This design comes from an exercise in tuning for small area on the open sky130 flow, not from production work. Where RTL was checked, it was by simulation tests only, not by an equivalence proof against the original. For run 2, only the layout was checked, not whether the RTL still works. Power is estimated from default activity; no workload was simulated.

===== run.sh =====
#!/bin/bash
# synth_recipe.tcl (not shown) runs the flow's synth.tcl, then flattens the netlist and writes it again
# the make line also repeats each setting of config.mk as NAME=value (left out here)
make -C /OpenROAD-flow-scripts/flow DESIGN_CONFIG=/design/flow/config.mk WORK_HOME=/design/flow/orfs CLKGATE_MAP_FILE= SYNTH_SCRIPT=/design/flow/synth_recipe.tcl finish

===== config.mk =====
export PLATFORM = sky130hd
export DESIGN_NAME = uart_tx_bank
export DESIGN_NICKNAME = uart_tx_bank
export VERILOG_FILES = /design/flow/design.v
export SDC_FILE = /design/flow/constraint.sdc
export NUM_CORES = 4
export LEC_CHECK = 0
export CAP_MARGIN = 20
export CORE_MARGIN = 2
export CORE_UTILIZATION = 40
export SLEW_MARGIN = 20

===== constraint.sdc =====
create_clock -name core_clock -period 10.0 [get_ports {clk}]
set_input_delay 2.0000 -clock core_clock [delete_from_list [all_inputs] [get_ports {clk}]]
set_output_delay 2.0000 -clock core_clock [all_outputs]
set_load 0.01 [all_outputs]

===== design.v =====
package uart_pkg;
  localparam int UART_DATA_BITS  = 8;
  localparam int UART_FRAME_BITS = 10;   
  localparam int UART_IDX_W      = $clog2(UART_DATA_BITS);
  typedef logic [UART_DATA_BITS-1:0] uart_byte_t;
  typedef logic [UART_IDX_W-1:0]     uart_idx_t;
  typedef enum logic [1:0] {
    IDLE  = 2'd0,
    START = 2'd1,
    DATA  = 2'd2,
    STOP  = 2'd3
  } uart_tx_state_e;
endpackage
module uart_tx_port
#(
  parameter int depth = 16
) (
  input  logic       clk,
  input  logic       reset,
  input  uart_pkg::uart_byte_t data,
  input  logic       we,
  input  logic       bit_cke,
  output logic       tx,
  output logic       full,
  output logic       busy,
  output logic       overflow
);
  localparam int AW = $clog2(depth);
  localparam logic [AW:0] FULL_CNT = {1'b1, {AW{1'b0}}};
  uart_pkg::uart_byte_t    mem [depth];
  logic [AW-1:0] wr_ptr;
  logic [AW-1:0] rd_ptr;
  logic [AW:0]   count;
  logic          empty;
  logic          push;
  logic          pop;
  uart_pkg::uart_tx_state_e state, state_nxt;
  uart_pkg::uart_byte_t     shift, shift_nxt;
  uart_pkg::uart_idx_t      idx, idx_nxt;
  logic           tx_r, tx_nxt;
  assign empty = (count == '0);
  assign full  = (count == FULL_CNT);
  assign push  = we && (!full || pop);
  assign busy  = (state != uart_pkg::IDLE) || !empty;
  assign tx    = tx_r;
  always_ff @(posedge clk) begin
    if (push) begin
      mem[wr_ptr] <= data;
    end
  end
  always_ff @(posedge clk or posedge reset) begin
    if (reset) begin
      wr_ptr   <= '0;
      rd_ptr   <= '0;
      count    <= '0;
      overflow <= 1'b0;
    end else begin
      if (push) begin
        wr_ptr <= wr_ptr + AW'(1);
      end
      if (pop) begin
        rd_ptr <= rd_ptr + AW'(1);
      end
      case ({push, pop})
        2'b10:   count <= count + (AW+1)'(1);
        2'b01:   count <= count - (AW+1)'(1);
        default: count <= count;
      endcase
      if (we && !push) begin
        overflow <= 1'b1;
      end
    end
  end
  always_ff @(posedge clk or posedge reset) begin
    if (reset) begin
      state <= uart_pkg::IDLE;
      shift <= '0;
      idx   <= '0;
      tx_r  <= 1'b1;
    end else begin
      state <= state_nxt;
      shift <= shift_nxt;
      idx   <= idx_nxt;
      tx_r  <= tx_nxt;
    end
  end
  always_comb begin
    state_nxt = state;
    shift_nxt = shift;
    idx_nxt   = idx;
    tx_nxt    = tx_r;
    pop       = 1'b0;
    if (bit_cke) begin
      case (state)
        uart_pkg::IDLE: begin
          if (!empty) begin
            pop       = 1'b1;
            shift_nxt = mem[rd_ptr];
            tx_nxt    = 1'b0;
            state_nxt = uart_pkg::START;
          end else begin
            tx_nxt = 1'b1;
          end
        end
        uart_pkg::START: begin
          tx_nxt    = shift[0];
          idx_nxt   = '0;
          state_nxt = uart_pkg::DATA;
        end
        uart_pkg::DATA: begin
          if (idx != uart_pkg::uart_idx_t'(uart_pkg::UART_DATA_BITS - 1)) begin
            shift_nxt = shift >> 1;
            tx_nxt    = shift[1];
            idx_nxt   = idx + uart_pkg::uart_idx_t'(1);
          end else begin
            tx_nxt    = 1'b1;
            state_nxt = uart_pkg::STOP;
          end
        end
        uart_pkg::STOP: begin
          if (!empty) begin
            pop       = 1'b1;
            shift_nxt = mem[rd_ptr];
            tx_nxt    = 1'b0;
            state_nxt = uart_pkg::START;
          end else begin
            tx_nxt    = 1'b1;
            state_nxt = uart_pkg::IDLE;
          end
        end
        default: begin
          tx_nxt    = 1'b1;
          state_nxt = uart_pkg::IDLE;
        end
      endcase
    end
  end
endmodule
module uart_tx_bank
#(
  parameter int n     = 8,
  parameter int depth = 16
) (
  input  logic         clk,
  input  logic         reset,
  input  uart_pkg::uart_byte_t   data,
  input  logic [n-1:0] cke,
  input  logic         bit_cke,
  output logic [n-1:0] tx,
  output logic [n-1:0] full,
  output logic [n-1:0] busy,
  output logic [n-1:0] overflow
);
  for (genvar i = 0; i < n; i++) begin : g_port
    uart_tx_port #(
      .depth(depth)
    ) u_port (
      .clk     (clk),
      .reset   (reset),
      .data    (data),
      .we      (cke[i]),
      .bit_cke (bit_cke),
      .tx      (tx[i]),
      .full    (full[i]),
      .busy    (busy[i]),
      .overflow(overflow[i])
    );
  end
endmodule

==> summary.txt, run 1 <==
- Status: complete, no violations
- DR iter-0 viols: 1872
- Worst Setup Start Kind: register
- Top sig layer: met5
- CTS tree: built
- Die X: 366 um
- Register area: 0.0364 mm2
- Area of the multi-input gates: 0.0148 mm2
- H-tree depth: 4
- Hold Path Depth: 1
- Wirelength per Cell: 20.9 um
- Largest net degree at the start of global routing: 111
- CP Max Fanout: 4
- Vias in the first global route: 27400
- Main combinational cell family by area after synthesis: multiplexers
- Setup Viol. Count Final: 0
- Top FF cell, synth: edfxtp_1
- Synth async-reset ratio: 0.179
- Distinct cell type count after synthesis: 64
- Total grt overflow: 0
- Worst R2R Start: g_port[4].u_port.state[1]
- CP arrival: 2690 ps
- Ports: 51
- Synth Area in Compound Gates: 0.0519
- Fmax: 0.213 GHz
- R2r endpoint: g_port[4].u_port.count[4]
- Synthesis-to-layout area growth: 12.1%
- Worst Path Required: 8000 ps
- Hold Path End: g_port[1].u_port.overflow
- DR pass1 iterations: 7
- Mapped Cells: 3219
- Initial core utilization: 0.404
- CTS max path bufs: 3
- RSZ-0062 raised after global routing: no
- GR Util All Layers: 0.160
- Std-Cell Rows: 132
- Max Slew Vio Count: 0
- Pwr dens: 294 mW/mm2
- Power Total: 0.0173 W
- Clk pin slew, worst setup/hold paths: 60 ps
- Post-synthesis sequential area ratio: 0.692
- Share of layout cells above drive strength 1: 0.141
- Fill count: 11200
- Setup TNS: 0 ps
- Drt total wl: 107 mm
- Post-DR vias/cell: 5.23
- Syn nets: 3375
- Fin crit period: 4690 ps
- First-pass GRT wire length: 166 mm
- CTS root buffer: clkbuf_16
- Core area: 0.130 mm2
- Post-synth top area share: 0.585
- Num CTS Buffers: 133
- Worst r2r path cells: 12
- Die area: 0.134 mm2
- Initial antenna violation count: 2
- Syn Std Cell Area: 0.0525 mm2
- Mean Syn Cell Area: 16.3 um2
- Hold crit path type: reg -> reg
- Post-synthesis sequential element count: 1248
- Post-route ant nets: 0
- Leading area contributor after synthesis: edfxtp_1
- Post-synthesis mux area share: 0.116
- Dpl hpwl: 63.6 mm
- Met2 Wirelength: 51.7 mm
- Crit path kind: reg -> out
- Critical path endpoint category: output pin
- Die height: 366 um
- Cts hold-fix bufs: 0
- Slowest stage delay, CP: 630 ps
- Main area contributors after synthesis: edfxtp_1, dfrtp_1, mux4_2
- CTS Sinks: 1248
- Nets: 3419
- Slowest library cell on the worst path: clkdlybuf4s50_1
- Hold Startpoint: g_port[1].u_port.overflow
- Post-CTS setup buffer count: 0
- Worst skew pair latency: 740 ps
- Hold Fails Final Rpt: 0
- Synth Area in Simple Gates: 0.0658
- DRC errors left: 0
- Flop2flop setup slack: 6230 ps
- Vias post-DR: 26700
- Leakage: 20.7 nW
- Fin util: 0.453
- Synth Warn #: 1
- DRT met1 WL: 48.4 mm
- Number of buffers added on ports: 50
- VDD IR max: 0.000174 V
- Part of the cycle the worst path needs: 0.469
- Post_cts resized: 0
- Slew @ Worst Pin: 1090 ps
- Max cap viols: 0
- Max-Slew Margin vs Limit: 0.269
- Post-synth EDFFs: 1024
- Placer Congestion: 0.792
- Critical path cell sequence: or4_1, nor2_1, clkdlybuf4s50_1
- Post-Synth Adder-Cell Area: 0.0338
- Setup Skew: 28.8 ps
- Post-Synth XOR/XNOR Area: 0.0137
- Routed wl met3: 4.24 mm
## worst max-delay path, delay by kind of cell (launching register included)
| kind | cells | cell delay (ps) |
|---|---|---|
| flip-flops | 1 | 410 |
| AND/OR/NAND/NOR | 2 | 910 |
| buffers and inverters | 1 | 630 |
## metrics by stage
stage | cell area [um2] | hold WS (ps) | std cells | setup WS [ps]
final | 58900 | 473 | 5111 | 5310
after global routing | 58900 | 495 | 5110 | 5150
after CTS | 58800 | 475 | 5110 | 5220
after detailed placement | 54400 | 461 | 4870 | 4840
after global placement | 54400 | 464 | 4870 | 4810
after floorplan | 52500 | 443 | 3219 | 1880
## cell usage in the layout, fill, tap and decap left out, types with 13 or more instances in the layout
cell type / instances
clkbuf_16: 140
nor2_1: 139
mux2_2: 65
o21ai_0: 52
a22oi_1: 90
a22o_1: 21
nor3_1: 20
nand2b_1: 45
inv_1: 78
nand4_1: 14
a21oi_1: 61
clkinv_1: 25
and3_1: 22
mux2i_1: 214
and2_1: 72
clkdlybuf4s50_1: 41
edfxtp_1: 1024
o22ai_1: 37
xor2_1: 25
or3_1: 37
a31oi_1: 53
clkbuf_1: 21
clkinv_2: 23
nand2_1: 171
nand3_1: 41
ha_1: 129
mux4_2: 123
xnor2_1: 57
buf_4: 48
nor2b_1: 46
a2111oi_0: 16
bufinv_16: 13
dfrtp_1: 211
a221oi_1: 14
mux4_1: 18
## synthesized netlist by cell type (10+ instances only)
library cell and instances:
xor2_1 25, a21oi_1 61, a22oi_1 90, nor2_1 139, xnor2_1 57, a221oi_1 14, dfrtp_1 216, clkbuf_1 47
buf_1 13, mux4_1 18, buf_6 10, o22ai_1 37, and2_1 72, o21ai_1 10, a2111oi_0 16, mux2i_1 214
nand2b_1 45, and3_1 22, edfxtp_1 1024, mux2_2 65, a22o_1 21, o21ai_0 52, o31ai_1 12, a31oi_1 53
buf_2 53, nor3_1 25, inv_1 79, nor2b_1 46, nand3_1 41, nor4_1 10, or3_1 37, buf_4 54
mux4_2 123, ha_1 129, nand3b_1 12, nand4_1 14, a21o_1 12, nand2_1 171
## how the worst max path moves through the flow
stage | to | cells past startpoint | startpoint | slack (ps)
detailed placement | g_port[4].u_port.count[4] | 12 | bit_cke | 4840
CTS | full[0] | 3 | g_port[0].u_port.count[0] | 5220
floorplan | g_port[0].u_port.count[0] | 1 | reset | 1880
global placement | g_port[4].u_port.count[4] | 12 | bit_cke | 4810
finish | full[0] | 3 | g_port[0].u_port.count[0] | 5310
global route | busy[6] | 3 | g_port[6].u_port.count[0] | 5150
## registers in the layout, summed over array words and instances (netlist names)
| name | cells |
|---|---|
| g_port.u_port.wr_ptr | 32 |
| g_port.u_port.tx_r | 8 |
| g_port.u_port.count | 40 |
| g_port.u_port.shift | 64 |
| g_port.u_port.overflow | 8 |
| g_port.u_port.state | 16 |
| g_port.u_port.rd_ptr | 32 |
| g_port.u_port.mem | 1024 |
| g_port.u_port.idx | 24 |
## routing by layer
layer,GRT usage,up-vias
li1,-,12500
met1,0.223,13600
met2,0.258,487
met3,0.0273,170
met4,0.0518,2
met5,0,-
## report_power, final
| part | leakage, nW | switching [W] | internal (W) |
|---|---|---|---|
| combinational | 6.68 | 0.00286 | 0.00231 |
| sequential | 11.9 | 0.000713 | 0.00652 |
| clock | 2.15 | 0.00197 | 0.00295 |
## final cells by class
cell class                      instances  share of cell area
Timing Repair Buffer                   90              0.0132
Multi-Input combinational cell       1710               0.252
Clock inverter                         69              0.0114
Tap cell                             1742              0.0370
Inverter                               80             0.00523
Antenna cell                            1           0.0000425
Sequential cell                      1248               0.618
Clock buffer                          171              0.0632
## cell families (layout without fill, tap and decap cells)
kind of cell | Yosys count | count (layout)
and+or+nand+nor | 665 | 665
buffers and inverters | 261 | 410
AOI/OAI and AO/OA | 406 | 406
xor gates and xnor gates | 82 | 82
other | 0 | 1
muxes | 420 | 420
adders and majority gates | 137 | 137
DFF | 1248 | 1248
==> run 2, diff against run 1 <==
==> design.v (replaced) <==
package uart_pkg;
  localparam int UART_DATA_BITS  = 8;
  localparam int UART_FRAME_BITS = 10;   
endpackage
module uart_tx_port
#(
  parameter int depth = 16
) (
  input  logic       clk,
  input  logic       reset,
  input  logic [7:0] data,
  input  logic       we,
  input  logic       bit_cke,
  output logic       tx,
  output logic       full,
  output logic       busy,
  output logic       overflow
);
  localparam int AW = $clog2(depth);
  logic [7:0] mem [depth];
  logic [AW-1:0] wr_ptr;
  logic [AW-1:0] rd_ptr;
  logic          full_r;    
  logic          empty;
  logic          push;
  logic          pop;
  logic [3:0]           ph;
  logic [7:0] cur;
  logic                 at_end;    
  assign at_end = ~ph[3] & ~ph[2];
  assign empty  = (wr_ptr == rd_ptr) & ~full_r;
  assign full   = full_r;
  assign pop    = bit_cke & at_end & ~empty;
  assign push   = we & (~full | pop);
  assign busy   = ~(at_end & ph[0]) | ~empty;
  assign tx     = ph[3] ? cur[ph[2:0]] : ~ph[2];
  always_ff @(posedge clk) begin
    if (push) begin
      mem[wr_ptr] <= data;
    end
  end
  always_ff @(posedge clk) begin
    if (pop) begin
      cur <= mem[rd_ptr];
    end
  end
  always_ff @(posedge clk or posedge reset) begin
    if (reset) begin
      wr_ptr   <= '0;
      rd_ptr   <= '0;
      full_r   <= 1'b0;
      overflow <= 1'b0;
      ph       <= 4'b0001;
    end else begin
      if (push) begin
        wr_ptr <= wr_ptr + AW'(1);
      end
      if (pop) begin
        rd_ptr <= rd_ptr + AW'(1);
      end
      case ({push, pop})
        2'b10:   full_r <= (wr_ptr + AW'(1) == rd_ptr);
        2'b01:   full_r <= 1'b0;
        default: full_r <= full_r;
      endcase
      if (we && !push) begin
        overflow <= 1'b1;
      end
      if (bit_cke) begin
        if (at_end) begin
          ph <= empty ? 4'b0001 : 4'b0111;
        end else begin
          ph <= ph + 4'd1;
        end
      end
    end
  end
endmodule
module uart_tx_bank
#(
  parameter int n     = 8,
  parameter int depth = 16
) (
  input  logic         clk,
  input  logic         reset,
  input  logic [7:0]   data,
  input  logic [n-1:0] cke,
  input  logic         bit_cke,
  output logic [n-1:0] tx,
  output logic [n-1:0] full,
  output logic [n-1:0] busy,
  output logic [n-1:0] overflow
);
  for (genvar i = 0; i < n; i++) begin : g_port
    uart_tx_port #(
      .depth(depth)
    ) u_port (
      .clk     (clk),
      .reset   (reset),
      .data    (data),
      .we      (cke[i]),
      .bit_cke (bit_cke),
      .tx      (tx[i]),
      .full    (full[i]),
      .busy    (busy[i]),
      .overflow(overflow[i])
    );
  end
endmodule
--- a/config.mk
+++ b/config.mk
@@ -7,5 +7,5 @@
 export LEC_CHECK = 0
 export CAP_MARGIN = 20
 export CORE_MARGIN = 2
-export CORE_UTILIZATION = 40
+export CORE_UTILIZATION = 65
 export SLEW_MARGIN = 20
==> run 2 against run 1 <==
Critical path type unchanged. Count of clock-buffer cells in the layout down 21. Critical endpoint is now busy[5]. Still clean. Critical path depth up 3. Global-route usage rose by 9.1 points. Design area shrank 8.4%. Fmax shrank 6.8%.
==> summary.txt, run 2 <==
- Status: complete, no violations
- Worst Path Required: 8000 ps (about the same)
- Fmax: 0.199 GHz (-6.8%)
- Max Slew Vio Count: 0 (unchanged)
- Fin util: 0.724 (+0.271)
- Top flop regs: g_port.u_port.mem (1024), g_port.u_port.cur (64)
- CP Max Fanout: 36 (+32)
- Setup Skew: 16.1 ps (-12.7 ps)
- Num CTS Buffers: 115 (-14%)
- Post-CTS setup buffer count: 0 (unchanged)
- R2r endpoint: g_port[1].u_port.full_r
- Pwr dens: 293 mW/mm2 (-0.56%)
- Finished Layout Cells: 3636 (-29%)
- H-tree depth: 3 (-1)
- CTS root buffer: clkbuf_16
- Critical path endpoint category: output pin
- Mapped Cells: 2547 (-21%)
- Post-synthesis sequential area ratio: 0.725 (+0.0325)
- Vias post-DR: 23100 (-13%)
- Core area: 0.0744 mm2 (-43%)
- Worst R2R Start: g_port[1].u_port.rd_ptr[0]
- Post-synthesis sequential element count: 1200 (-3.8%)
- Crit path kind: reg -> out
- Dpl hpwl: 56.3 mm (-12%)
- Setup Viol. Count Final: 0 (unchanged)
- Placer Congestion: 0.816 (+3.0%)
- Die height: 278 um (-24%)
- Hold crit path type: reg -> reg
- Clk pin slew, worst setup/hold paths: 60 ps (about the same)
- Syn Std Cell Area: 0.0490 mm2 (-6.8%)
- Main area contributors after synthesis: edfxtp_1, mux4_2, dfrtp_1
- Max FFs per register: 1024 (unchanged)
- Post-Place Cells: 3419 (-30%)
- Slew @ Worst Pin: 1030 ps (-57.8 ps)
- Vias in the first global route: 23900 (-13%)
- CP arrival: 3040 ps (+350 ps)
- Most common library cells after synthesis: edfxtp_1, mux4_2, dfrtp_1
- Top FF cell, synth: edfxtp_1
- RSZ-0062 raised after global routing: no
- GR Util All Layers: 0.251 (+0.0908)
- Diode count: 0 (-1)
- Distinct cell type count after synthesis: 54 (-16%)
- Slowest library cell on the worst path: buf_4
- Hold Path End: g_port[2].u_port.overflow
- Synth Warn #: 1 (unchanged)
- Worst r2r path cells: 8 (-4)
- Slowest stage delay, CP: 540 ps (-90 ps)
- Flop2flop setup slack: 7050 ps (+820 ps)
- Initial antenna violation count: 0 (-2)
- Initial core utilization: 0.658 (+0.253)
- Worst Setup Start Kind: register
- CTS tree: built
- Wirelength per Cell: 26.0 um (+24%)
- Hold Fails Final Rpt: 0 (unchanged)
- DRC errors left: 0 (unchanged)
- Part of the cycle the worst path needs: 0.504 (+0.0344)
- DR iter-0 viols: 2144 (+15%)
- Post-synth top area share: 0.667 (+0.0819)
- CTS Sinks: 1200 (-3.8%)
- CTS max path bufs: 3 (unchanged)
- Mean Syn Cell Area: 19.2 um2 (+18%)
- Synthesis-to-layout area growth: 10.1%
- Max-Slew Margin vs Limit: 0.308 (+0.0389)
- Post_cts resized: 0 (unchanged)
- Post-route ant nets: 0 (unchanged)
- Hold Path Depth: 1 (unchanged)
- Die area: 0.0775 mm2 (-42%)
- First-pass GRT wire length: 146 mm (-12%)
- Largest net degree at the start of global routing: 89 (-20%)
- Commonest non-fill, non-tap cell in the layout: edfxtp_1
- Count leader, synth: edfxtp_1
- Number of buffers added on ports: 50 (unchanged)
- Hold Startpoint: g_port[2].u_port.overflow
- Die X: 278 um (-24%)
- Syn nets: 2622 (-22%)
- Cts hold-fix bufs: 0 (unchanged)
- Post-DR vias/cell: 6.37 (+22%)
- Share of layout cells above drive strength 1: 0.213 (+0.0713)
- Leading area contributor after synthesis: edfxtp_1
- Top reg by flops: g_port.u_port.mem
- Worst skew pair latency: 680 ps (-60 ps)
- Setup TNS: 0 ps (unchanged)
- Leakage: 17.6 nW (-15%)
- Post-synth EDFFs: 1088 (+6.3%)
- VDD IR max: 0.000234 V (+35%)
- Total grt overflow: 0 (unchanged)
- Std-Cell Rows: 100 (-24%)
- Buf+Inv Stages, Crit Path: 2 (+1)
- Drt total wl: 94.6 mm (-12%)
- Synth async-reset ratio: 0.0933 (-0.0862)
- Commonest cells after routing, fill and taps aside: edfxtp_1, mux4_2, clkbuf_16
- Nets: 2643 (-23%)
- Critical path cell sequence: buf_4, xnor2_1, nand4_1, nor4_1, nand2_1, clkdlybuf4s50_1
- CP delay by family, top: buffers and inverters
- DR pass1 iterations: 6 (-1)
- Max cap viols: 0 (unchanged)
- Ports: 51 (unchanged)
- Fin crit period: 5040 ps (+344 ps)
-- run 2: changes by cell type after synthesis, sizes merged, moves of 37 or more --
cell / before / now
or3: 37 / 0
ha: 129 / 56
edfxtp: 1024 / 1088
nor2: 139 / 91
a22oi: 90 / 1
dfrtp: 216 / 104
mux2: 65 / 8
a211oi: 3 / 60
inv: 80 / 42
and2: 75 / 37
mux4: 141 / 273
a31oi: 54 / 0
nand2: 172 / 57
mux2i: 214 / 64
-- run 2: area by class of cell --
class                           instances  area [um2]
Clock buffer                          150        3090
Clock inverter                         66         815
Multi-Input combinational cell       1124       12400
Fill cell                            4426       20600
Timing Repair Buffer                   85         736
Sequential cell                      1200       35500
Tap cell                              969        1210
Inverter                               42         168
-- run 2: power by group --
group          switching [W]  leakage (nW)  internal (W)
registers           0.000561          11.1       0.00630
clock network        0.00181          1.89       0.00264
logic                0.00239          4.60       0.00207
total                0.00477          17.6        0.0110
-- run 2: stage by stage --
| stage | hold WS [ps] | setup WS, ps | area (um2) | total power, W |
|---|---|---|---|---|
| global placement | 455 | 4700 | 49900 | 0.0113 |
| finish | 472 | 4960 | 53900 | 0.0158 |
| CTS | 476 | 4870 | 53800 | 0.0159 |
| detailed placement | 462 | 4440 | 49900 | 0.0114 |
| floorplan | 443 | 5050 | 49000 | 0.0103 |
| global route | 491 | 4660 | 53900 | 0.0165 |
-- run 2: layer usage --
metal,part of all wire,global-route usage,up-vias
met5,0,0,-
met4,0.022,0.0710,0
li1,-,-,10200
met3,0.056,0.0327,126
met2,0.49,0.400,708
met1,0.43,0.376,12100
-- run 2: cells by family after synthesis --
| family | count (synthesis) | synth area share |
|---|---|---|
| muxes | 345 | 0.141 |
| xor gates and xnor gates | 112 | 0.0200 |
| buffers and inverters | 223 | 0.0242 |
| and+or+nand+nor | 395 | 0.0444 |
| AOI/OAI and AO/OA | 216 | 0.0314 |
| DFF | 1200 | 0.725 |
| adders and majority gates | 56 | 0.0143 |
-- run 2: how the worst max path moves through the flow --
stage / startpoint / end / slack, ps / cells after the start
after detailed placement: bit_cke / g_port[0].u_port.mem[3][7] / 4440 / 6
after global placement: bit_cke / g_port[0].u_port.mem[3][1] / 4700 / 6
final: g_port[5].u_port.rd_ptr[0] / busy[5] / 4960 / 6
after global routing: g_port[5].u_port.rd_ptr[0] / busy[5] / 4660 / 6
after CTS: g_port[5].u_port.rd_ptr[0] / busy[5] / 4870 / 6
after floorplan: reset / g_port[0].u_port.full_r / 5050 / 1
-- run 2: worst reg2reg max path: cells and delay by family (launching register included) --
kind | cells | cell delay (ps)
xor gates and xnor gates | 1 | 230
AOI/OAI and AO/OA | 2 | 560
buffers and inverters | 2 | 840
adders and majority gates | 1 | 390
DFF | 1 | 340
and+or+nand+nor | 2 | 540
==> run 3, diff against run 2 <==
==> design.v (replaced) <==
package uart_pkg;
  localparam int UART_DATA_BITS  = 8;
  localparam int UART_FRAME_BITS = 10;   
endpackage
module uart_tx_port
#(
  parameter int depth = 16
) (
  input  logic       clk,
  input  logic       reset,
  input  logic [7:0] data,
  input  logic       we,
  input  logic       bit_cke,
  output logic       tx,
  output logic       full,
  output logic       busy,
  output logic       overflow
);
  localparam int AW = $clog2(depth);
  logic [7:0]  slot [depth+1];
  logic [AW:0] count;
  logic        empty;
  logic        push;
  logic        pop;
  logic [3:0]  ph;
  logic        at_end;    
  logic [7:0]  cur;
  assign at_end = ~ph[3] & ~ph[2];
  assign empty  = (count == '0);
  assign full   = count[AW];
  assign pop    = bit_cke & at_end & ~empty;
  assign push   = we & (~full | pop);
  assign busy   = ~(at_end & ph[0]) | ~empty;
  assign cur    = slot[count];
  assign tx     = ph[3] ? cur[ph[2:0]] : ~ph[2];
  logic          up;
  logic          dn;
  logic [AW:0]   cnt_flip;
  assign up = push & ~pop;
  assign dn = pop & ~push;
  always_comb begin
    logic ones, zeros;
    ones  = 1'b1;
    zeros = 1'b1;
    for (int k = 0; k <= AW; k++) begin
      cnt_flip[k] = (up & ones) | (dn & zeros);
      ones  = ones & count[k];
      zeros = zeros & ~count[k];
    end
  end
  logic [3:0] ph_nxt;
  always_comb begin
    if (at_end) begin
      ph_nxt = empty ? 4'b0001 : 4'b0111;
    end else begin
      ph_nxt[0] = ~ph[0];
      ph_nxt[1] = ph[1] ^ ph[0];
      ph_nxt[2] = ph[2] ^ (ph[1] & ph[0]);
      ph_nxt[3] = ph[3] ^ (ph[2] & ph[1] & ph[0]);
    end
  end
  always_ff @(posedge clk) begin
    if (push) begin
      slot[0] <= data;
      for (int k = 1; k <= depth; k++) begin
        slot[k] <= slot[k-1];
      end
    end
  end
  always_ff @(posedge clk or posedge reset) begin
    if (reset) begin
      count    <= '0;
      overflow <= 1'b0;
      ph       <= 4'b0001;
    end else begin
      count <= count ^ cnt_flip;
      if (we && !push) begin
        overflow <= 1'b1;
      end
      if (bit_cke) begin
        ph <= ph_nxt;
      end
    end
  end
endmodule
module uart_tx_bank
#(
  parameter int n     = 8,
  parameter int depth = 16
) (
  input  logic         clk,
  input  logic         reset,
  input  logic [7:0]   data,
  input  logic [n-1:0] cke,
  input  logic         bit_cke,
  output logic [n-1:0] tx,
  output logic [n-1:0] full,
  output logic [n-1:0] busy,
  output logic [n-1:0] overflow
);
  for (genvar i = 0; i < n; i++) begin : g_port
    uart_tx_port #(
      .depth(depth)
    ) u_port (
      .clk     (clk),
      .reset   (reset),
      .data    (data),
      .we      (cke[i]),
      .bit_cke (bit_cke),
      .tx      (tx[i]),
      .full    (full[i]),
      .busy    (busy[i]),
      .overflow(overflow[i])
    );
  end
endmodule
--- a/config.mk
+++ b/config.mk
@@ -8,4 +8,7 @@
 export CAP_MARGIN = 20
 export CORE_MARGIN = 2
 export CORE_UTILIZATION = 65
+export CTS_BUF_LIST = sky130_fd_sc_hd__clkbuf_16
+export CTS_CLUSTER_DIAMETER = 80
+export CTS_CLUSTER_SIZE = 25
 export SLEW_MARGIN = 20
==> run 3 against run 2 <==
Hold slack lost 27 ps. Core utilization shrank 3.1 points. Non-clock buffer count grew 22. Synthesized cell count grew 24%. Sequential share of layout area grew 2.9 points. Final cell count grew 12%. Sequential power grew 16%. Total power shrank 2.9%. Clock skew grew 5.2 ps. Global-route usage grew 3.1 points. Clock power shrank 45%.
==> summary.txt, run 3 <==
- Slew @ Worst Pin: 1170 ps (+143 ps)
- Nets: 3128 (+18%)
- RSZ-0062 raised after global routing: no
- Setup Skew: 21.3 ps (+5.24 ps)
- Hold crit path type: reg -> reg
- Fmax: 0.156 GHz (-22%)
- Post_cts resized: 0 (unchanged)
- Slowest stage delay, CP: 870 ps (+330 ps)
- Max FFs per register: 1088 (+6.3%)
- Drt total wl: 108 mm (+14%)
- Leading area contributor after synthesis: edfxtp_1
- Worst skew pair latency: 650 ps (-30 ps)
- Synth async-reset ratio: 0.0685 (-0.0248)
- First-pass GRT wire length: 164 mm (+13%)
- CP dominant cell by count: nor3_1
- Status: complete, no violations
- Critical path cell sequence: nand3b_1, nor3_1, a22o_1, a221oi_1, a311oi_1, nor3_1, a211oi_1, clkdlybuf4s50_1
- Placer Congestion: 0.952 (+17%)
- Largest net degree at the start of global routing: 89 (unchanged)
- CTS tree: built
- Hold Startpoint: g_port[1].u_port.slot[14][3]
- Fin util: 0.693 (-0.0313)
- Leakage: 16.6 nW (-5.9%)
- Mapped Cells: 3146 (+24%)
- CP arrival: 4430 ps (+1390 ps)
- Post-synthesis sequential element count: 1168 (-2.7%)
- Post-CTS setup buffer count: 0 (unchanged)
- Setup Viol. Count Final: 0 (unchanged)
- CTS max path bufs: 3 (unchanged)
- Post-synthesis sequential area ratio: 0.726 (+0.000854)
- Distinct cell type count after synthesis: 88 (+63%)
- Post-route ant nets: 0 (unchanged)
- CP Max Fanout: 23 (-36%)
- DR iter-0 viols: 4363 (+100%)
- Syn nets: 3189 (+22%)
- Hold_ws: 445 ps (-26.7 ps)
- Flop2flop setup slack: 5750 ps (-1300 ps)
- Cts hold-fix bufs: 0 (unchanged)
- R2r endpoint: g_port[3].u_port.count[2]
- Die X: 275 um (-1.2%)
- Crit. path cell count: 8 (+2)
- Slowest library cell on the worst path: dfrtp_1
- Setup ws final: 3570 ps (-1390 ps)
- Placed cell areas: 0.0489 mm2 (-2.1%)
- Synth Warn #: 2 (+1)
- Diode count: 0 (unchanged)
- Post-synth EDFFs: 1088 (unchanged)
- Mean Syn Cell Area: 15.2 um2 (-21%)
- Worst Setup Start Kind: register
- Die height: 275 um (-1.2%)
- Max-Slew Margin vs Limit: 0.216 (-0.0927)
- Setup TNS: 0 ps (unchanged)
- Syn Std Cell Area: 0.0478 mm2 (-2.4%)
- Max cap viols: 0 (unchanged)
- Finished Cell Area: 0.0504 mm2 (-6.4%)
- Top reg by flops: g_port.u_port.slot
- Initial antenna violation count: 3 (+3)
- Post-synth top area share: 0.684 (+0.0162)
- Part of the cycle the worst path needs: 0.643 (+0.139)
- GR Util All Layers: 0.282 (+0.0312)
- VDD IR max: 0.000424 V (+81%)
- Die area: 0.0757 mm2 (-2.3%)
- Worst r2r path cells: 11 (+3)
- Clk pin slew, worst setup/hold paths: 100 ps (+40 ps)
- Commonest cells after routing, fill and taps aside: edfxtp_1, nor2_1, nand2_1
- Ports: 51 (unchanged)
- Hold Fails Final Rpt: 0 (unchanged)
- DRC errors left: 0 (unchanged)
- Core area: 0.0728 mm2 (-2.2%)
- Commonest non-fill, non-tap cell in the layout: edfxtp_1
- Count leader, synth: edfxtp_1
- Worst R2R Start: g_port[3].u_port.count[4]
- DR pass1 iterations: 6 (unchanged)
- Total grt overflow: 0 (unchanged)
- CTS Sinks: 1168 (-2.7%)
- CP delay by family, top: simple AND/OR/NAND/NOR gates
- Pwr dens: 304 mW/mm2 (+3.7%)
- Critical path endpoint category: output pin
- Fin crit period: 6430 ps (+1390 ps)
- H-tree depth: 2 (-1)
- Most common library cells after synthesis: edfxtp_1, nor2_1, nand2_1
- CTS root buffer: clkbuf_16
- Crit path kind: reg -> out
- Synthesis-to-layout area growth: 5.54%
- Top FF cell, synth: edfxtp_1
- Vias in the first global route: 27100 (+13%)
- Post-DR vias/cell: 6.99 (+9.7%)
- Hold Path Depth: 0 (-1)
- Buf+Inv Stages, Crit Path: 1 (-1)
- Main area contributors after synthesis: edfxtp_1, dfrtp_1, a22oi_1
- Vias post-DR: 28500 (+23%)
- Dpl hpwl: 67.4 mm (+20%)
- Place WS: 4030 ps (-409 ps)
- Hold Path End: g_port[1].u_port.slot[15][3]
- Wirelength per Cell: 26.4 um (+1.4%)
- Worst Path Required: 8000 ps (about the same)
- Std-Cell Rows: 99 (-1.0%)
- Number of buffers added on ports: 50 (unchanged)
- Initial core utilization: 0.656 (-0.00139)
- Top flop regs: g_port.u_port.slot (1088), g_port.u_port.count (40), g_port.u_port.ph (32)
- Num CTS Buffers: 53 (-54%)
- Max Slew Vio Count: 0 (unchanged)
- Share of layout cells above drive strength 1: 0.0797 (-0.133)
==> run 3: kinds of logic (layout without fill, tap and decap cells) <==
logic type                 after synthesis  after routing  share of synthesized area
muxes                                  143            143                     0.0340
DFF                                   1168           1168                      0.726
and+or+nand+nor                        771            771                     0.0883
AOI/OAI and AO/OA                      712            712                      0.110
adders and majority gates               24             24                    0.00628
buffers and inverters                  272            252                     0.0259
xor gates and xnor gates                56             56                     0.0103
==> run 3: how the worst max path moves through the flow <==
| stage | slack [ps] | start | end |
|---|---|---|---|
| floorplan | 3480 | bit_cke | g_port[5].u_port.count[3] |
| global placement | 4280 | bit_cke | g_port[1].u_port.count[3] |
| detailed placement | 4030 | bit_cke | g_port[1].u_port.count[3] |
| CTS | 3610 | g_port[3].u_port.count[0] | tx[3] |
| global route | 3420 | g_port[7].u_port.count[2] | tx[7] |
| finish | 3570 | g_port[7].u_port.count[2] | tx[7] |
==> run 3: metrics by stage <==
stage | cells | power, W
after floorplan | 3146 | 0.0113
after global placement | 3987 | 0.0127
after detailed placement | 3987 | 0.0128
after CTS | 4083 | 0.0153
after global routing | 4085 | 0.0160
final | 4085 | 0.0153
==> run 3: per-layer routing <==
| layer | vias to the layer above | global-route usage | part of all wire |
|---|---|---|---|
| met3 | 231 | 0.0408 | 0.090 |
| met1 | 14300 | 0.436 | 0.43 |
| li1 | 12400 | - | - |
| met5 | - | 0 | 0 |
| met4 | 0 | 0.0799 | 0.027 |
| met2 | 1685 | 0.426 | 0.46 |
==> run 3: layout make-up <==
type / count / area, um2
Sequential cell: 1168 / 34700
Fill cell: 4914 / 22400
Multi-Input combinational cell: 1706 / 11900
Clock buffer: 54 / 1350
Tap cell: 959 / 1200
Timing Repair Buffer: 107 / 951
Inverter: 49 / 206
Clock inverter: 42 / 170
==> run 3: report_power, final <==
group          total, W  internal, W  switching (W)
clock           0.00244     0.000990        0.00145
sequential      0.00797      0.00704       0.000931
combinational   0.00491      0.00176        0.00315
total            0.0153      0.00978        0.00554
==> run 4, diff against run 3 <==
==> flow/run.sh (new file) <==
#!/bin/bash
# Own layout flow: the standard flow (standard.sh), with two changes.
#  1. Synthesis is the standard synthesis script unchanged, except that
#     ABC maps the logic with an area-oriented script (area.abc) instead of
#     ORFS's delay-oriented one. Registers are mapped by dfflibmap before ABC
#     runs, so their names and cells are those of the standard synthesis.
#  2. Clock tree synthesis uses larger sink clusters and
#     no dummy loads.
# make's full output goes to flow.log in the work folder; ORFS writes each
# step's own log under orfs/logs/.
set -euo pipefail
W=$PWD
F=$W/flow

cat > $W/area_synth.tcl <<EOT
# Swap ABC's script for the area-oriented one wherever synthesis sets it.
set ::my_area_abc {$F/area.abc}
proc ::my_area_abc_fix {args} {
  set i [lsearch -exact \$::abc_args -script]
  if { \$i >= 0 && [lindex \$::abc_args [expr {\$i + 1}]] ne \$::my_area_abc } {
    set ::abc_args [lreplace \$::abc_args [expr {\$i + 1}] [expr {\$i + 1}] \$::my_area_abc]
  }
}
trace add variable ::abc_args write ::my_area_abc_fix
source {$W/synth_recipe.tcl}
EOT

CTS="-sink_clustering_enable -repair_clock_nets -dont_use_dummy_load"
CTS="$CTS -buf_list {sky130_fd_sc_hd__clkbuf_16}"
CTS="$CTS -sink_clustering_size 25 -sink_clustering_max_diameter 80"
bash standard.sh SYNTH_SCRIPT=$W/area_synth.tcl "CTS_ARGS=$CTS" finish > $W/flow.log 2>&1
==> flow/area.abc (new file) <==
&get -n
&st
&syn2
&dch -f
&nf -a -R 1000
&st
&syn2
&dch -f
&nf -a -R 1000
&st
&dch -f
&nf -a -R 1000
&put
==> standard.sh (new file) <==
#!/bin/bash
# synth_recipe.tcl (not shown) runs the flow's synth.tcl, then flattens the netlist and writes it again
# the make line also repeats each setting of config.mk as NAME=value (left out here)
make -C /OpenROAD-flow-scripts/flow DESIGN_CONFIG=/design/flow/config.mk WORK_HOME=/design/flow/orfs CLKGATE_MAP_FILE= SYNTH_SCRIPT=/design/flow/synth_recipe.tcl "${@:-finish}"
--- a/config.mk
+++ b/config.mk
@@ -8,7 +8,4 @@
 export CAP_MARGIN = 20
 export CORE_MARGIN = 2
 export CORE_UTILIZATION = 65
-export CTS_BUF_LIST = sky130_fd_sc_hd__clkbuf_16
-export CTS_CLUSTER_DIAMETER = 80
-export CTS_CLUSTER_SIZE = 25
 export SLEW_MARGIN = 20
removed: run.sh
==> run 4 against run 3 <==
Total power fell by 11%. Design area fell by 7.8%. Non-clock buffer count fell by 12. Combinational power fell by 33%. Synthesized cell count fell by 21%. First-iteration DRC count rose by 5.2%. Clock skew rose by 18 ps. Sequential share of layout area rose by 5.8 points. Die area fell by 9.0%. Area after synthesis fell by 9.1%. Critical endpoint is now tx[0]. Largest cell class unchanged. Largest power group unchanged.
==> summary.txt, run 4 <==
- Post-synthesis sequential element count: 1168 (unchanged)
- Top Usage Layer GRT: met1
- Clk pin slew, worst setup/hold paths: 100 ps (about the same)
- Worst Path Required: 8000 ps (about the same)
- Max-Slew Margin vs Limit: 0.214 (-0.00148)
- Count leader, synth: edfxtp_1
- Post_cts resized: 0 (unchanged)
- GRT met1 Usage: 0.427 (-0.00910)
- Leakage: 15.1 nW (-9.2%)
- Fin util: 0.705 (+0.0121)
- Synth async-reset ratio: 0.0685 (unchanged)
- Setup TNS: 0 ps (unchanged)
- Setup Viol. Count Final: 0 (unchanged)
- First-pass GRT wire length: 149 mm (-9.3%)
- Worst skew pair latency: 630 ps (-20 ps)
- Met2 usage: 0.422 (-0.00418)
- Drt total wl: 98.4 mm (-8.7%)
- GR Util All Layers: 0.283 (+0.000632)
- Post-DR vias/cell: 7.21 (+3.2%)
- Synth Warn #: 2 (unchanged)
- Status: complete, no violations
- Max cap viols: 0 (unchanged)
- RSZ-0062 raised after global routing: no
- CTS tree: built
- DRC errors left: 0 (unchanged)
- Top reg by flops: g_port.u_port.slot
- Cts hold-fix bufs: 0 (unchanged)
- Commonest non-fill, non-tap cell in the layout: edfxtp_1
- Hold_ws: 410 ps (-35.2 ps)
- CTS Sinks: 1168 (unchanged)
- Hold crit path type: reg -> reg
- Most common library cells after synthesis: edfxtp_1, nand2_1, a222oi_1
- Top FF cell, synth: edfxtp_1
- Fmax: 0.150 GHz (-3.5%)
- Std-Cell Rows: 94 (-5.1%)
- Critical path endpoint category: output pin
- DR pass1 iterations: 10 (+4)
- Post-synth EDFFs: 1088 (unchanged)
- Initial antenna violation count: 3 (unchanged)
- Syn Std Cell Area: 0.0435 mm2 (-9.1%)
- CTS root buffer: clkbuf_16
- Post-CTS setup buffer count: 0 (unchanged)
- CTS max path bufs: 3 (unchanged)
- Fin crit period: 6660 ps (+231 ps)
- Worst r2r path cells: 7 (-4)
- Die height: 263 um (-4.6%)
- Mean Syn Cell Area: 17.5 um2 (+15%)
- Hold Path Depth: 0 (unchanged)
- Placer Congestion: 0.865 (-9.2%)
- Part of the cycle the worst path needs: 0.666 (+0.0231)
- Pwr dens: 294 mW/mm2 (-3.2%)
- Mapped Cells: 2480 (-21%)
- Largest net degree at the start of global routing: 86 (-3.4%)
- CP Max Fanout: 11 (-52%)
- Top flop regs: g_port.u_port.slot (1088), g_port.u_port.count (40), g_port.u_port.ph (32)
- Initial core utilization: 0.659 (+0.00235)
- Post-route ant nets: 0 (unchanged)
- Num CTS Buffers: 53 (unchanged)
- Ports: 51 (unchanged)
- Hold Fails Final Rpt: 0 (unchanged)
- Post-synthesis sequential area ratio: 0.798 (+0.0725)
- Distinct cell type count after synthesis: 50 (-43%)
- Core area: 0.0660 mm2 (-9.4%)
- Met3 usage: 0.0501 (+0.00928)
- Syn nets: 2523 (-21%)
- Wirelength per Cell: 28.4 um (+7.8%)
- Number of buffers added on ports: 50 (unchanged)
- DR iter-0 viols: 4591 (+5.2%)
- Die area: 0.0689 mm2 (-9.0%)
- Total grt overflow: 0 (unchanged)
- Worst Setup Start Kind: register
- Post-synth top area share: 0.752 (+0.0683)
- Power Total: 0.0137 W (-11%)
- CP arrival: 4660 ps (+230 ps)
- Max FFs per register: 1088 (unchanged)
- VDD IR max: 0.000286 V (-32%)
- Die X: 263 um (-4.6%)
- Vias post-DR: 25000 (-13%)
- Post-Place Cells: 3407 (-15%)
- Crit path kind: reg -> out
- Diode count: 0 (unchanged)
- Main area contributors after synthesis: edfxtp_1, dfrtp_1, a222oi_1
- Leading area contributor after synthesis: edfxtp_1
- Setup Skew: 39.2 ps (+17.8 ps)
- Vias in the first global route: 24400 (-9.8%)
- Finished Layout Cells: 3460 (-15%)
- H-tree depth: 2 (unchanged)
- Nets: 2641 (-16%)
- Dpl hpwl: 59.5 mm (-12%)
- Max Slew Vio Count: 0 (unchanged)
- Slew @ Worst Pin: 1180 ps (+2.88 ps)
- Commonest cells after routing, fill and taps aside: edfxtp_1, nand2_1, a222oi_1
- Synthesis-to-layout area growth: 7.00%
- Share of layout cells above drive strength 1: 0.0470 (-0.0327)
==> run 4: layout make-up <==
class                   count  area [um2]
multi-input cells        1247        8420
clock buffers              53        1330
repair buffers             95         833
well taps                 864        1080
flip-flops and latches   1168       34700
fillers                  4158       19500
inverters                  33         146
==> run 4: logic make-up (layout without fill, tap and decap cells) <==
| family | Yosys count | after routing | share of synthesized area |
|---|---|---|---|
| DFF | 1168 | 1168 | 0.798 |
| muxes | 9 | 9 | 0.00265 |
| and+or+nand+nor | 570 | 570 | 0.0614 |
| xor gates and xnor gates | 64 | 64 | 0.0129 |
| AOI/OAI and AO/OA | 580 | 580 | 0.110 |
| buffers and inverters | 65 | 181 | 0.00838 |
| adders and majority gates | 24 | 24 | 0.00691 |
==> run 4: final timing paths <==
kind	startpoint	to	slack (ps)
max in group asynchronous	reset	g_port[0].u_port.ph[3]	7160
min in group asynchronous	reset	g_port[6].u_port.count[0]	1770
worst min register to register	g_port[3].u_port.slot[7][5]	g_port[3].u_port.slot[8][5]	410
worst min-delay path	g_port[3].u_port.slot[7][5]	g_port[3].u_port.slot[8][5]	410
worst max-delay path	g_port[0].u_port.count[1]	tx[0]	3340
worst max register to register	g_port[6].u_port.count[1]	g_port[6].u_port.slot[12][4]	6710
==> run 4: per-layer routing <==
metal | up-vias | wire length, um
met1 | 12500 | 39800
met2 | 1600 | 44800
li1 | 10600 | -
met4 | 2 | 3410
met5 | - | 12
met3 | 230 | 10400
==> run 4: power breakdown <==
part	leakage [nW]	internal (W)	total (W)	switching [W]
Combinational	3.14	0.00118	0.00329	0.00211
Clock	0.653	0.000948	0.00233	0.00138
Sequential	11.3	0.00706	0.00804	0.000987
Total	15.1	0.00918	0.0137	0.00448
==> run 4: worst max-delay path, cell delays in order, from the launching register on <==
cell             delay (ps)
dfrtp_1                 510
nor4_1                  870
and2_0                  690
a222oi_1                270
nand2_1                 130
nor2_1                   60
nand3_1                 100
o21ai_0                  90
mux4_2                  490
o21ai_0                 220
clkdlybuf4s50_1         590
==> run 4: metrics by stage <==
step,instance area [um2],worst slack (ps)
3_3_place_gp,45200,4230
6_report,46500,3340
2_1_floorplan,43500,3370
5_1_grt,46500,3110
3_5_place_dp,45200,4140
4_1_cts,46500,3340
==> run 5, diff against run 4 <==
--- a/flow/run.sh
+++ b/flow/run.sh
@@ -1,10 +1,12 @@
 #!/bin/bash
-# Own layout flow: the standard flow (standard.sh), with two changes.
+# Own layout flow: the standard flow (standard.sh), with three changes.
 #  1. Synthesis is the standard synthesis script unchanged, except that
 #     ABC maps the logic with an area-oriented script (area.abc) instead of
 #     ORFS's delay-oriented one. Registers are mapped by dfflibmap before ABC
 #     runs, so their names and cells are those of the standard synthesis.
-#  2. Clock tree synthesis uses larger sink clusters and
+#  2. Port buffers are the smallest buffer (buf_1); repair_design resizes
+#     any that must drive more.
+#  3. Clock tree synthesis uses larger sink clusters and
 #     no dummy loads.
 # make's full output goes to flow.log in the work folder; ORFS writes each
 # step's own log under orfs/logs/.
@@ -28,4 +30,5 @@
 CTS="-sink_clustering_enable -repair_clock_nets -dont_use_dummy_load"
 CTS="$CTS -buf_list {sky130_fd_sc_hd__clkbuf_16}"
 CTS="$CTS -sink_clustering_size 25 -sink_clustering_max_diameter 80"
-bash standard.sh SYNTH_SCRIPT=$W/area_synth.tcl "CTS_ARGS=$CTS" finish > $W/flow.log 2>&1
+bash standard.sh SYNTH_SCRIPT=$W/area_synth.tcl "CTS_ARGS=$CTS" \
+  "BUFFER_PORTS_ARGS=-buffer_cell sky130_fd_sc_hd__buf_1" finish > $W/flow.log 2>&1
==> flow/area.abc (replaced) <==
&get -n
&st
&syn2
&dch -f
&nf -a -p -C 32 -F 8 -A 6 -R 1000 -E 10
&st
&syn2
&dch -f
&nf -a -p -C 32 -F 8 -A 6 -R 1000 -E 10
&put
==> run 5 against run 4 <==
Wire length hardly changed. Non-clock buffer count is 6 higher. Core utilization is 0.58 points lower. Critical path type unchanged. Largest cell class unchanged. Via count is 0.19% lower. Still clean on timing, DRC and antenna. Register-to-register slack worse by 210 ps. Combinational power is 3% lower. Sequential cell count stayed put.
==> summary.txt, run 5 <==
- Status: complete, no violations
- Max FFs per register: 1088 (unchanged)
- CTS Sinks: 1168 (unchanged)
- Syn nets: 2437 (-3.4%)
- CTS max path bufs: 3 (unchanged)
- Post_cts resized: 0 (unchanged)
- VDD IR max: 0.000298 V (+3.9%)
- Placed cell areas: 0.0447 mm2 (-1.0%)
- Commonest cells after routing, fill and taps aside: edfxtp_1, a222oi_1, nor2_1
- Finished Cell Area: 0.0460 mm2 (-1.0%)
- Ports: 51 (unchanged)
- Worst r2r path cells: 6 (-1)
- Wirelength per Cell: 29.1 um (+2.4%)
- Vias in the first global route: 23900 (-2.2%)
- Clk pin slew, worst setup/hold paths: 100 ps (about the same)
- DR iter-0 viols: 4922 (+7.2%)
- R2r endpoint: g_port[6].u_port.slot[4][0]
- Number of buffers added on ports: 50 (unchanged)
- Worst skew pair latency: 640 ps (about the same)
- Setup Viol. Count Final: 0 (unchanged)
- Max cap viols: 0 (unchanged)
- Met2 Wirelength: 44.8 mm (about the same)
- Leading area contributor after synthesis: edfxtp_1
- Critical path cell sequence: nand3b_1, nor3_1, buf_4, a22oi_1, nand3_1, o22ai_1, mux4_2, o21ai_0, buf_1
- Worst Setup Start Kind: register
- Flop2flop setup slack: 6500 ps (-210 ps)
- Top reg by flops: g_port.u_port.slot
- Synth Warn #: 2 (unchanged)
- Finished Layout Cells: 3380 (-2.3%)
- CP arrival: 4100 ps (-560 ps)
- Std-Cell Rows: 94 (unchanged)
- Slew @ Worst Pin: 1130 ps (-41.5 ps)
- Post-route ant nets: 0 (unchanged)
- Commonest non-fill, non-tap cell in the layout: edfxtp_1
- Initial core utilization: 0.657 (-0.00202)
- DR pass1 iterations: 12 (+2)
- Die height: 262 um (-0.24%)
- Worst R2R Start: g_port[6].u_port.ph[2]
- Hold Path End: g_port[3].u_port.slot[16][1]
- First-pass GRT wire length: 147 mm (-1.6%)
- Num CTS Buffers: 52 (-1.9%)
- Part of the cycle the worst path needs: 0.610 (-0.0556)
- Synthesis-to-layout area growth: 6.44%
- Mapped Cells: 2394 (-3.5%)
- Synth async-reset ratio: 0.0685 (unchanged)
- Core area: 0.0659 mm2 (-0.18%)
- Crit path kind: reg -> out
- Dpl hpwl: 59.8 mm (+0.62%)
- Count leader, synth: edfxtp_1
- Buf+Inv Stages, Crit Path: 2 (+1)
- Die X: 262 um (-0.24%)
- Cts hold-fix bufs: 0 (unchanged)
- Vias post-DR: 24900 (-0.19%)
- Share of layout cells above drive strength 1: 0.0517 (+0.00469)
- Syn Std Cell Area: 0.0432 mm2 (-0.48%)
- Initial antenna violation count: 2 (-1)
- Leakage: 14.7 nW (-2.4%)
- Fin crit period: 6100 ps (-556 ps)
- Max Slew Vio Count: 0 (unchanged)
- Total grt overflow: 0 (unchanged)
- CTS tree: built
- DRT met1 WL: 38.7 mm (-2.7%)
- Critical path endpoint category: output pin
- Post-synthesis sequential element count: 1168 (unchanged)
- Nets: 2560 (-3.1%)
- Post-synth top area share: 0.756 (+0.00366)
- Setup Skew: 40.1 ps (+0.914 ps)
- Post-DR vias/cell: 7.37 (+2.2%)
- Post-synth EDFFs: 1088 (unchanged)
- DRC errors left: 0 (unchanged)
- CP delay by family, top: simple AND/OR/NAND/NOR gates
- GR Util All Layers: 0.285 (+0.00178)
- RSZ-0062 raised after global routing: no
- Most common library cells after synthesis: edfxtp_1, a222oi_1, nor2_1
- Largest net degree at the start of global routing: 97 (+13%)
- Hold Fails Final Rpt: 0 (unchanged)
- Slowest library cell on the worst path: nor3_1
- Slowest stage delay, CP: 800 ps (-70 ps)
- Hold Path Depth: 0 (unchanged)
- Post-synthesis sequential area ratio: 0.802 (+0.00388)
- Drt total wl: 98.4 mm (about the same)
- Main area contributors after synthesis: edfxtp_1, a222oi_1, dfrtp_1
- Hold Startpoint: g_port[3].u_port.slot[15][1]
- Top flop regs: g_port.u_port.slot (1088), g_port.u_port.count (40), g_port.u_port.ph (32)
- Worst Path Required: 8000 ps (about the same)
- Distinct cell type count after synthesis: 46 (-8.0%)
- Max-Slew Margin vs Limit: 0.241 (+0.0274)
- Post-CTS setup buffer count: 0 (unchanged)
- Mean Syn Cell Area: 18.1 um2 (+3.1%)
- CTS root buffer: clkbuf_16
- Pwr dens: 294 mW/mm2 (about the same)
- Post-Place Cells: 3327 (-2.3%)
- Routed wl met3: 11.5 mm (+11%)
- Setup TNS: 0 ps (unchanged)
- Placer Congestion: 0.844 (-2.4%)
- Top FF cell, synth: edfxtp_1
- Hold crit path type: reg -> reg
- Die area: 0.0686 mm2 (-0.48%)
- CP Max Fanout: 19 (+8)
- Top sig layer: met4
- Fmax: 0.164 GHz (+9.1%)
- H-tree depth: 2 (unchanged)
==> run 5: metrics by stage <==
stage	util	hold WS, ps	total power (W)	worst slack [ps]
after floorplan	-	421	0.0100	3160
after global placement	0.679	425	0.0111	4740
after detailed placement	0.679	428	0.0112	4600
after CTS	0.699	428	0.0135	3930
after global routing	0.699	451	0.0141	3590
final	0.699	425	0.0135	3900
==> run 5: power by group <==
group	total, W	leakage, nW	internal (W)	switching [W]
sequential	0.00803	11.3	0.00704	0.000996
combinational	0.00318	2.78	0.00110	0.00208
clock	0.00230	0.641	0.000931	0.00137
total	0.0135	14.7	0.00906	0.00445
==> run 5: worst max-delay path by stage <==
stage,cells past startpoint,startpoint,slack (ps),to
2_1_floorplan,8,bit_cke,3160,g_port[5].u_port.count[4]
3_5_place_dp,7,bit_cke,4600,g_port[6].u_port.slot[7][0]
6_report,9,g_port[4].u_port.count[4],3900,tx[4]
3_3_place_gp,7,bit_cke,4740,g_port[6].u_port.slot[9][6]
4_1_cts,12,g_port[5].u_port.count[3],3930,tx[5]
5_1_grt,11,g_port[5].u_port.count[3],3590,tx[5]
==> run 5: cell type report <==
type / count / area, um2
Timing Repair Buffer: 101 / 583
Sequential cell: 1168 / 34700
Antenna cell: 1 / 2.50
Tap cell: 864 / 1080
Clock buffer: 52 / 1300
Fill cell: 4153 / 19800
Inverter: 23 / 109
Multi-Input combinational cell: 1171 / 8270
==> run 5: layer usage <==
layer  vias up  global-route usage
met2      1711               0.426
met1     12500               0.425
met4         0               0.103
li1      10500                   -
met3       263              0.0583
met5         -                   0
==> run 5: cell families (layout without fill, tap and decap cells) <==
kind of cell | count (synthesis) | in the layout | synth area share
AND/OR/NAND/NOR | 502 | 502 | 0.0564
AO/OA/AOI/OAI | 564 | 564 | 0.110
XOR/XNOR | 71 | 71 | 0.0144
buffers and inverters | 55 | 176 | 0.00755
flip-flops | 1168 | 1168 | 0.802
adder cells (fa/ha/maj) | 24 | 24 | 0.00694
other | 0 | 1 | 0
multiplexers | 10 | 10 | 0.00289
==> run 5: worst register-to-register path: stages, from the launching register on <==
cell and delay, ps:
dfrtp_1 500, nor2_1 420, o311ai_0 440, nand2_1 190
nand2_1 120, inv_4 450, buf_4 930
==> run 6, diff against run 5 <==
--- a/flow/run.sh
+++ b/flow/run.sh
@@ -29,6 +29,6 @@
 
 CTS="-sink_clustering_enable -repair_clock_nets -dont_use_dummy_load"
 CTS="$CTS -buf_list {sky130_fd_sc_hd__clkbuf_16}"
-CTS="$CTS -sink_clustering_size 25 -sink_clustering_max_diameter 80"
+CTS="$CTS -sink_clustering_size 30 -sink_clustering_max_diameter 80"
 bash standard.sh SYNTH_SCRIPT=$W/area_synth.tcl "CTS_ARGS=$CTS" \
   "BUFFER_PORTS_ARGS=-buffer_cell sky130_fd_sc_hd__buf_1" finish > $W/flow.log 2>&1
==> run 6 against run 5 <==
Still clean. Fmax increased by 0.93%. Die area unchanged. Global-route usage is 0.23 points lower. Wire length decreased by 0.33%. Design area shrank 0.27%. Total power fell by 0.81%. Count of clock-buffer cells in the layout down 5. Hold slack better by 13 ps. Synthesized cell count stayed put. Worst setup slack improved by 56 ps. Critical endpoint unchanged. Highest routed layer unchanged.
==> summary.txt, run 6 <==
- Hold_ws: 439 ps (+13.2 ps)
- Leading area contributor after synthesis: edfxtp_1
- H-tree depth: 2 (unchanged)
- Critical path startpoint: g_port[4].u_port.count[4]
- Fmax: 0.165 GHz (+0.93%)
- Total grt overflow: 0 (unchanged)
- Num CTS Buffers: 47 (-9.6%)
- Setup Skew: 39.4 ps (-0.646 ps)
- Distinct cell type count after synthesis: 46 (unchanged)
- Slew @ Worst Pin: 1120 ps (-10.7 ps)
- Std-Cell Rows: 94 (unchanged)
- Largest net degree at the start of global routing: 97 (unchanged)
- Pwr dens: 292 mW/mm2 (-0.55%)
- Share of layout cells above drive strength 1: 0.0498 (-0.00189)
- CTS root buffer: clkbuf_16
- Number of buffers added on ports: 50 (unchanged)
- Most common library cells after synthesis: edfxtp_1, a222oi_1, nor2_1
- Post-synth EDFFs: 1088 (unchanged)
- Syn nets: 2437 (unchanged)
- Die height: 262 um (unchanged)
- Post-Synth XOR/XNOR Area: 0.0144 (unchanged)
- Post-CTS setup buffer count: 0 (unchanged)
- Post-synth top area share: 0.756 (unchanged)
- CP Max Fanout: 19 (unchanged)
- Post-synthesis mux area share: 0.00289 (unchanged)
- Power Total: 0.0134 W (-0.81%)
- VDD IR max: 0.000237 V (-20%)
- Post-Synth Adder-Cell Area: 0.00694 (unchanged)
- Hold Fails Final Rpt: 0 (unchanged)
- Slowest library cell on the worst path: nor3_1
- Synth Area in Compound Gates: 0.110 (unchanged)
- GR Util All Layers: 0.283 (-0.00233)
- Placer Congestion: 0.844 (unchanged)
- Worst Path Required: 8000 ps (about the same)
- Die X: 262 um (unchanged)
- Main area contributors after synthesis: edfxtp_1, a222oi_1, dfrtp_1
- Hold crit path type: reg -> reg
- Placed cell areas: 0.0447 mm2 (unchanged)
- Top reg by flops: g_port.u_port.slot
- Core area: 0.0659 mm2 (unchanged)
- Mean Syn Cell Area: 18.1 um2 (unchanged)
- RSZ-0062 raised after global routing: no
- Post-route ant nets: 0 (unchanged)
- Post-synthesis sequential area ratio: 0.802 (unchanged)
- Synth Warn #: 2 (unchanged)
- CP delay by family, top: simple AND/OR/NAND/NOR gates
- Initial core utilization: 0.657 (unchanged)
- Max Slew Vio Count: 0 (unchanged)
- Finished Cell Area: 0.0459 mm2 (-0.27%)
- Top FF cell, synth: edfxtp_1
- Ports: 51 (unchanged)
- Wirelength per Cell: 29.1 um (-0.21%)
- Post-DR vias/cell: 7.34 (-0.37%)
- Status: complete, no violations
- Count leader, synth: edfxtp_1
- Leakage: 14.6 nW (-0.42%)
- DR pass1 iterations: 9 (-3)
- Setup TNS: 0 ps (unchanged)
- Syn Std Cell Area: 0.0432 mm2 (unchanged)
- Setup Viol. Count Final: 0 (unchanged)
- Max cap viols: 0 (unchanged)
- Worst Setup Start Kind: register
- Max FFs per register: 1088 (unchanged)
- Commonest cells after routing, fill and taps aside: edfxtp_1, a222oi_1, nor2_1
- CTS tree: built
- Finished Layout Cells: 3376 (-0.12%)
- Critical path cell sequence: nand3b_1, nor3_1, buf_4, a22oi_1, nand3_1, o22ai_1, mux4_2, o21ai_0, buf_1
- Critical path endpoint category: output pin
- Drt total wl: 98.1 mm (-0.33%)
- Initial antenna violation count: 2 (unchanged)
- Vias in the first global route: 23700 (-0.69%)
- CTS max path bufs: 3 (unchanged)
- Buf+Inv Stages, Crit Path: 2 (unchanged)
- Mapped Cells: 2394 (unchanged)
- Worst R2R Start: g_port[6].u_port.ph[2]
- Part of the cycle the worst path needs: 0.605 (-0.00564)
- CTS Sinks: 1168 (unchanged)
- Commonest non-fill, non-tap cell in the layout: edfxtp_1
- Post_cts resized: 0 (unchanged)
- Post-synthesis sequential element count: 1168 (unchanged)
- First-pass GRT wire length: 146 mm (-0.77%)
- Synth async-reset ratio: 0.0685 (unchanged)
- Crit path kind: reg -> out
- Hold Startpoint: g_port[3].u_port.slot[15][1]
- Fin crit period: 6050 ps (-56.4 ps)
- Clk pin slew, worst setup/hold paths: 100 ps (about the same)
- Die area: 0.0686 mm2 (unchanged)
- Dpl hpwl: 59.8 mm (unchanged)
- DR iter-0 viols: 5143 (+4.5%)
- Main combinational cell family by area after synthesis: compound AO/OA/AOI/OAI gates
- DRC errors left: 0 (unchanged)
- Nets: 2555 (-0.20%)
- Top flop regs: g_port.u_port.slot (1088), g_port.u_port.count (40), g_port.u_port.ph (32)
- CP arrival: 4050 ps (-50 ps)
- Synth Area in Simple Gates: 0.0564 (unchanged)
- Slowest stage delay, CP: 800 ps (about the same)
- Cts hold-fix bufs: 0 (unchanged)
- Synthesis-to-layout area growth: 6.16%
- Post-Place Cells: 3327 (unchanged)
- Max-Slew Margin vs Limit: 0.246 (+0.00452)
- Vias post-DR: 24800 (-0.49%)
- Worst skew pair latency: 630 ps (about the same)
## run 6: layout make-up
cell class / count / area [um2]
multi-input combinational: 1171 / 8270
antenna: 2 / 5.00
clock buffer: 47 / 1180
fill: 4175 / 20000
inverter: 23 / 109
sequential: 1168 / 34700
tap: 864 / 1080
timing repair buffer: 101 / 583
## run 6: worst paths after layout
path | cells past startpoint | slack, ps | to
min | 0 | 440 | g_port[3].u_port.slot[16][1]
max reg2reg | 6 | 6550 | g_port[6].u_port.slot[7][1]
min in group asynchronous | 2 | 1340 | g_port[4].u_port.ph[1]
max | 9 | 3950 | tx[4]
max in group asynchronous | 3 | 7470 | g_port[2].u_port.ph[2]
min reg2reg | 0 | 440 | g_port[3].u_port.slot[16][1]
## run 6: cells by family (layout without fill, tap and decap cells)
group                      Yosys count  in the layout
DFF                               1168           1168
AOI/OAI and AO/OA                  564            564
and+or+nand+nor                    502            502
xor gates and xnor gates            71             71
buffers and inverters               55            171
adders and majority gates           24             24
muxes                               10             10
other                                0              2
## run 6: power by group
| part | switching, W | internal, W | leakage (nW) |
|---|---|---|---|
| sequential | 0.000996 | 0.00704 | 11.3 |
| clock | 0.00134 | 0.000848 | 0.579 |
| combinational | 0.00209 | 0.00110 | 2.78 |
| total | 0.00443 | 0.00898 | 14.6 |
## run 6: stage by stage
stage	utilization	worst slack, ps
2_1_floorplan	-	3160
3_3_place_gp	0.679	4740
3_5_place_dp	0.679	4600
4_1_cts	0.697	3950
5_1_grt	0.697	3680
6_report	0.697	3950
## run 6: layer usage
layer | global-route usage | share of wire | vias up | wire (um)
met1 | 0.425 | 0.40 | 12400 | 38900
met3 | 0.0566 | 0.12 | 239 | 11500
met2 | 0.424 | 0.45 | 1706 | 44500
met4 | 0.0917 | 0.033 | 0 | 3200
met5 | 0 | 0 | - | 0
li1 | - | - | 10500 | -

-- re-timing with driven ports --
How much do the figures lean on ideal ports? The routed layouts below were timed once more, with nothing changed but the port constraints. Step 1 assumes that a clkbuf_16 drives the clock port and a buf_2 every other input. Step 2, shift: input delay + t, output delay - t, t = (earliest + latest rising clock arrival at the registers) / 2. This alone moves slack from input paths to output paths. Slacks: ideal ports / drivers / drivers and shift; pairs: ideal ports / drivers.
run | t, ns | setup WS [ns] | hold slack, ns | worst setup path at the end
run 1 | 0.795 | 5.307 / 5.237 / 4.819 | 0.473 / 0.473 / 0.473 | input to register
run 2 | 0.737 | 4.963 / 4.893 / 4.661 | 0.472 / 0.472 / 0.472 | input to register
run 3 | 0.706 | 3.570 / 3.504 / 4.210 | 0.445 / 0.445 / 0.445 | register to output
run 4 | 0.681 | 3.339 / 3.273 / 3.955 | 0.410 / 0.410 / 0.410 | register to output
run 5 | 0.692 | 3.895 / 3.828 / 4.520 | 0.425 / 0.425 / 0.425 | register to output
run 6 | 0.674 | 3.952 / 3.884 / 4.559 | 0.439 / 0.439 / 0.439 | register to output
After both steps every run listed still meets setup and hold. For run 1, which loses most, drivers alone change the setup slack by -0.070 ns; drivers and shift together by -0.488 ns.
